Background: an optimization exercise with open tools, aiming at small area. Do not read the settings as production practice.
The RTL was checked by simulation tests, not by an equivalence proof against the original design.
The clock port is modelled as an ideal driver; clocking choices that lean on that would not hold on a real chip.
Power and IR drop assume default switching activity.

job 5280:
Design synth_top, start of the top module:
module synth_top (
  input  logic                 clk_calc,
  input  logic                 rst_n,
  input  logic                 cmd_valid,
  input  synth_pkg::cmd_word_t cmd_data,
  output synth_pkg::sample_t   audio,
  output logic                 done_valid,
  output synth_pkg::bank_t     done_bank
);
For scale: roughly 250 flip-flops, roughly 65 I/O pins.
clock: 8.0 ns
lec_check: 0
cap_margin: 20
core_margin: 2
core_utilization: 40
slew_margin: 20
standard.sh (not shown) runs the stock make flow with config.mk's settings and CLKGATE_MAP_FILE= SYNTH_SCRIPT=/design/flow/synth_recipe.tcl, a recipe that flattens the netlist after the stock synthesis.
==> flow/flow/run.sh <==
#!/bin/bash
set -e
cp standard.sh standard.sh.txt
export BUFFER_PORTS_ARGS="-buffer_cell sky130_fd_sc_hd__buf_1"
export CTS_ARGS="-sink_clustering_enable -repair_clock_nets -sink_clustering_size 32 -sink_clustering_max_diameter 120 -buf_list \"sky130_fd_sc_hd__clkbuf_8 sky130_fd_sc_hd__clkbuf_16\" -dont_use_dummy_load"
bash standard.sh > standard.log 2>&1
Job 5280 finished end to end and its layout was clean on timing, DRC and antenna.
## Diff of input files: job 4310 against job 5280
==> flow/flow/run.sh <==
#!/bin/bash
set -e
cp standard.sh standard.sh.txt
export BUFFER_PORTS_ARGS="-buffer_cell sky130_fd_sc_hd__buf_1"
export CTS_ARGS="-sink_clustering_enable -repair_clock_nets -sink_clustering_size 24 -sink_clustering_max_diameter 60 -buf_list sky130_fd_sc_hd__clkbuf_16 -dont_use_dummy_load"
bash standard.sh > standard.log 2>&1
[summary]
Relative to job 5280, the final worst-path cycle share of job 4310 is lower by 0.63 points. Min final-layout worst hold slack across job 4310 and job 5280: job 4310. Job 4310 -> job 5280: placed cell area delta 0, exact match. Job 4310 has final worst slack above what job 5280 had. Final cell count (lower): job 5280. Job 4310 does worse than job 5280 on net switching power. Worst clock skew in job 4310 is 22 ps lower than in job 5280. Clock transition at the register clock pins on the worst setup and hold paths after CTS, job 4310 and job 5280: smaller value in job 4310. Routed length on met1 across job 4310 and job 5280: no real change.
For job 5832, these inputs were changed with respect to job 4310:
==> flow/run.sh (new file) <==
#!/bin/bash
# synth_recipe.tcl (not shown) runs the flow's synth.tcl, then flattens the netlist and writes it again
# the make line also repeats each setting of config.mk as NAME=value (left out here)
make -C /OpenROAD-flow-scripts/flow DESIGN_CONFIG=/design/flow/config.mk WORK_HOME=/design/flow/orfs CLKGATE_MAP_FILE= SYNTH_SCRIPT=/design/flow/synth_recipe.tcl finish
removed: flow/flow/run.sh
removed: flow/standard.sh
==> run notes <==
- Job 5832 finished all stages; the layout is clean.
- Actual slew at the worst max-slew pin was lower in job 4310 than in job 5832.
- Combinational cell fraction of total power in job 5832 is 1.9 points lower than in job 4310
- Diff job 4310 -> job 5832 | number of diodes added for antenna fixing | decrease of 1
- [compare] base=job 4310 new=job 5832: final-layout clock buffer total increased 61%; number of global-route vias before repair went up 290; cell area after layout moved up.
- Area growth from synthesis to layout (job 5832 over job 4310): increase, 5.0 points
- Row proportion of cell area occupied by multi-input gates: job 5832 lower / job 4310 higher
- Job 5832 against job 4310: storage element area stayed essentially flat; total chip power rose by 6.9%; clock period minus final worst setup slack rose by 32 ps.

---

## job 8327
Another version of the RTL of synth_top (not shown whole).
Size in the first run: about 1000 cells after synthesis, roughly 250 flip-flops, about 65 I/O pins, roughly 11000 um2 of cells after synthesis.
## synth_top
module synth_top (
  input  logic                 clk_calc,
  input  logic                 rst_n,
  input  logic                 cmd_valid,
  input  synth_pkg::cmd_word_t cmd_data,
  output synth_pkg::sample_t   audio,
  output logic                 done_valid,
  output synth_pkg::bank_t     done_bank
);
Settings: LEC_CHECK=0, CAP_MARGIN=20, CORE_MARGIN=2, CORE_UTILIZATION=60, SLEW_MARGIN=20; clock period 8.0 ns.
==> flow/flow/run.sh <==
#!/bin/bash
set -euo pipefail
export BUFFER_PORTS_ARGS="-buffer_cell sky130_fd_sc_hd__buf_1"
export CTS_ARGS="-sink_clustering_enable -repair_clock_nets -sink_clustering_size 28 -sink_clustering_max_diameter 120 -buf_list sky130_fd_sc_hd__clkbuf_16 -root_buf sky130_fd_sc_hd__clkbuf_8 -dont_use_dummy_load"
export POST_RESIZE_TCL="$PWD/flow/downsize.tcl"
export POST_CTS_TCL="$PWD/flow/downsize_cts.tcl"
bash standard.sh > standard.log 2>&1
==> flow/flow/downsize.tcl <==
# After placement's repair_design: give back slack as smaller cells.
log_cmd estimate_parasitics -placement
log_cmd repair_timing -recover_power 100 -setup_margin 0.5 -verbose
==> flow/flow/downsize_cts.tcl <==
# After clock tree synthesis: give back slack as smaller cells, then legalize.
log_cmd estimate_parasitics -placement
log_cmd repair_timing -recover_power 100 -setup_margin 0.5 -verbose
log_cmd detailed_placement
check_placement -verbose
Inputs modified between job 8327 and job 9495:
Settings: CORE_UTILIZATION: 60 -> 40.
==> flow/flow/run.sh <==
#!/bin/bash
set -euo pipefail
export BUFFER_PORTS_ARGS="-buffer_cell sky130_fd_sc_hd__buf_1"
export CTS_ARGS="-sink_clustering_enable -repair_clock_nets -sink_clustering_size 24 -sink_clustering_max_diameter 100 -buf_list sky130_fd_sc_hd__clkbuf_16 -dont_use_dummy_load"
export POST_RESIZE_TCL="$PWD/flow/downsize.tcl"
bash standard.sh > standard.log 2>&1
removed: flow/flow/downsize_cts.tcl
--- outcome ---
- Total net switching power in job 9495 is 0.000029 W higher than in job 8327
- Compared with job 8327, job 9495 shows overall die width higher by about 22%.
- Summary — share of final layout cell area taken by clock buffers and inverters, job 9495 relative to job 8327: higher, by 0.63 points.
- Part of the power in the clock network in job 9495 is 1.8 points above job 8327.
- Of job 9495 and job 8327, job 8327 shows the lower fmax, with job 9495 above it.
- When job 9495 is measured against job 8327, its worst hold slack turns out 8.7 ps lower.
- For the post-layout utilization of the core, job 9495 came in 20 points lower than job 8327 did.
- Cmp job 9495 and job 8327 / clock-pin transition on the worst setup and hold timing paths / lower: job 9495
- Taking job 8327 as the reference, in job 9495 power moved up, wire length of the first global-routing pass rose by about 0.8%, final instance area has increased.
#### Input delta (job 3875 over job 9495)
Settings: CORE_UTILIZATION changed from 40 to 60.
diff --git a/flow/flow/run.sh b/flow/flow/run.sh
--- a/flow/flow/run.sh
+++ b/flow/flow/run.sh
@@ -4,3 +4,4 @@
 export CTS_ARGS="-sink_clustering_enable -repair_clock_nets -sink_clustering_size 24 -sink_clustering_max_diameter 100 -buf_list sky130_fd_sc_hd__clkbuf_16 -dont_use_dummy_load"
 export POST_RESIZE_TCL="$PWD/flow/downsize.tcl"
+export POST_CTS_TCL="$PWD/flow/downsize_cts.tcl"
 bash standard.sh > standard.log 2>&1
==> flow/flow/downsize_cts.tcl (new file) <==
# After clock tree synthesis: give back slack as smaller cells, then legalize.
log_cmd estimate_parasitics -placement
log_cmd repair_timing -recover_power 100 -setup_margin 0.5 -verbose
log_cmd detailed_placement
check_placement -verbose
### Flow results
Die size: job 3875 is under job 9495
| synthesized cell count | job 3875 vs job 9495 | ≈ equal |
As far as total power consumption of the routed design is concerned, job 3875 and job 9495 perform about the same.
Changes observed in job 3875 relative to job 9495: number of well-tap cells placed shrank by 38%; critical path's largest stage delay grew by 20 ps; wire length on met3 grew by about 1.9%; via count grew by 0.52%; total detailed-routing wirelength grew by about 0.8%.
Inputs modified between job 3875 and job 1462:
Settings: swapping 60 for 40 in CORE_UTILIZATION.
==> flow/flow/run.sh <==
#!/bin/bash
set -euo pipefail
export BUFFER_PORTS_ARGS="-buffer_cell sky130_fd_sc_hd__buf_1"
export CTS_ARGS="-sink_clustering_enable -repair_clock_nets -sink_clustering_size 24 -sink_clustering_max_diameter 100 -buf_list sky130_fd_sc_hd__clkbuf_16 -dont_use_dummy_load"
bash standard.sh > standard.log 2>&1
removed: flow/flow/downsize.tcl
removed: flow/flow/downsize_cts.tcl
==> run notes <==
Looking at synthesis-to-finish area growth, job 1462 sits 2.5 points above job 3875.
Job 1462 vs job 3875, finished layout cell area went up by about 2.3%.
Per the comparison of job 1462 with job 3875, time the final worst path needs with I/O delays and setup up 39 ps; maximum frequency down 0.68%.
Compared to job 3875, job 1462 was floorplanned on a bigger die.
Comparing job 1462 against job 3875, there is no change at all in remaining global-route overflow.
What job 2683 does differently from job 1462 at the input level:
Settings: a change of CORE_UTILIZATION from 40 to 75.
==> flow/flow/run.sh <==
#!/bin/bash
set -euo pipefail
export BUFFER_PORTS_ARGS="-buffer_cell sky130_fd_sc_hd__buf_1"
export CTS_ARGS="-sink_clustering_enable -repair_clock_nets -sink_clustering_size 28 -sink_clustering_max_diameter 120 -buf_list sky130_fd_sc_hd__clkbuf_16 -root_buf sky130_fd_sc_hd__clkbuf_8 -dont_use_dummy_load"
export POST_RESIZE_TCL="$PWD/flow/downsize.tcl"
export POST_CTS_TCL="$PWD/flow/downsize_cts.tcl"
bash standard.sh > standard.log 2>&1
==> flow/flow/downsize.tcl (new file) <==
# After placement's repair_design: give back slack as smaller cells.
log_cmd estimate_parasitics -placement
log_cmd repair_timing -recover_power 100 -setup_margin 0.5 -verbose
==> flow/flow/downsize_cts.tcl (new file) <==
# After clock tree synthesis: give back slack as smaller cells, then legalize.
log_cmd estimate_parasitics -placement
log_cmd repair_timing -recover_power 100 -setup_margin 0.5 -verbose
log_cmd detailed_placement
check_placement -verbose
Results
Summary of the comparison: routed wire length is lower in job 2683, relative to job 1462. Job 2683 ends up with a clock network power that is about 18% lower than in job 1462. Job 1462 → job 2683: met2 track demand over resource went up by 24 points; final clock period utilization by the worst path went up by 1.5 points. Final-layout worst hold slack: job 1462 vs job 2683 — no meaningful difference.
Inputs modified between job 2683 and job 4232:
Settings: CORE_UTILIZATION: 75 -> 60.
==> comparison <==
- Effective utilization at floorplan, job 4232 and job 2683: higher on job 2683
- From job 2683 to job 4232 the numbers moved as follows: final cycle utilization of the critical path went down, worst setup slack went up.
- Via count, job 4232 vs job 2683: down by a few percent
- Job 4232 against job 2683: switching fraction of total power fell by 0.42 points, area growth from synthesis to layout rose by 0.34 points, total power fell by 0.89%.

## afterwards: timing with drivers on the ports
In the flow no input, the clock included, has a driving cell. The finished layouts below were timed again as built, in two steps. Step 1 (the two cells are an assumption about what drives the block):
set clk [get_ports {clk_calc}]
set_driving_cell -lib_cell sky130_fd_sc_hd__clkbuf_16 $clk
set_driving_cell -lib_cell sky130_fd_sc_hd__buf_2 [delete_from_list [all_inputs] $clk]
Step 2 times the ports against the registers' clock, not the clock port: input delays grow and output delays shrink by t, the midpoint of the rising clock arrivals with the driver on. Slacks: ideal / step 1 / step 2; pairs: ideal / step 1.
| run | t (ns) | slack for setup (ns) | pins driven straight from the clock port |
|---|---|---|---|
| job 5280 | 0.514 | 1.880 / 1.880 / 1.880 | 1 |
| job 4310 | 0.555 | 1.931 / 1.931 / 1.931 | 1 |
| job 5832 | 0.582 | 1.898 / 1.898 / 1.898 | 1 |
| job 8327 | 0.536 | 2.184 / 2.184 / 2.184 | 1 |
| job 9495 | 0.516 | 2.204 / 2.204 / 2.204 | 1 |
| job 3875 | 0.512 | 2.229 / 2.229 / 2.229 | 1 |
| job 1462 | 0.516 | 2.190 / 2.190 / 2.190 | 1 |
| job 2683 | 0.526 | 2.067 / 2.067 / 2.067 | 1 |
| job 4232 | 0.536 | 2.184 / 2.184 / 2.184 | 1 |
After both steps every run listed still meets setup and hold.
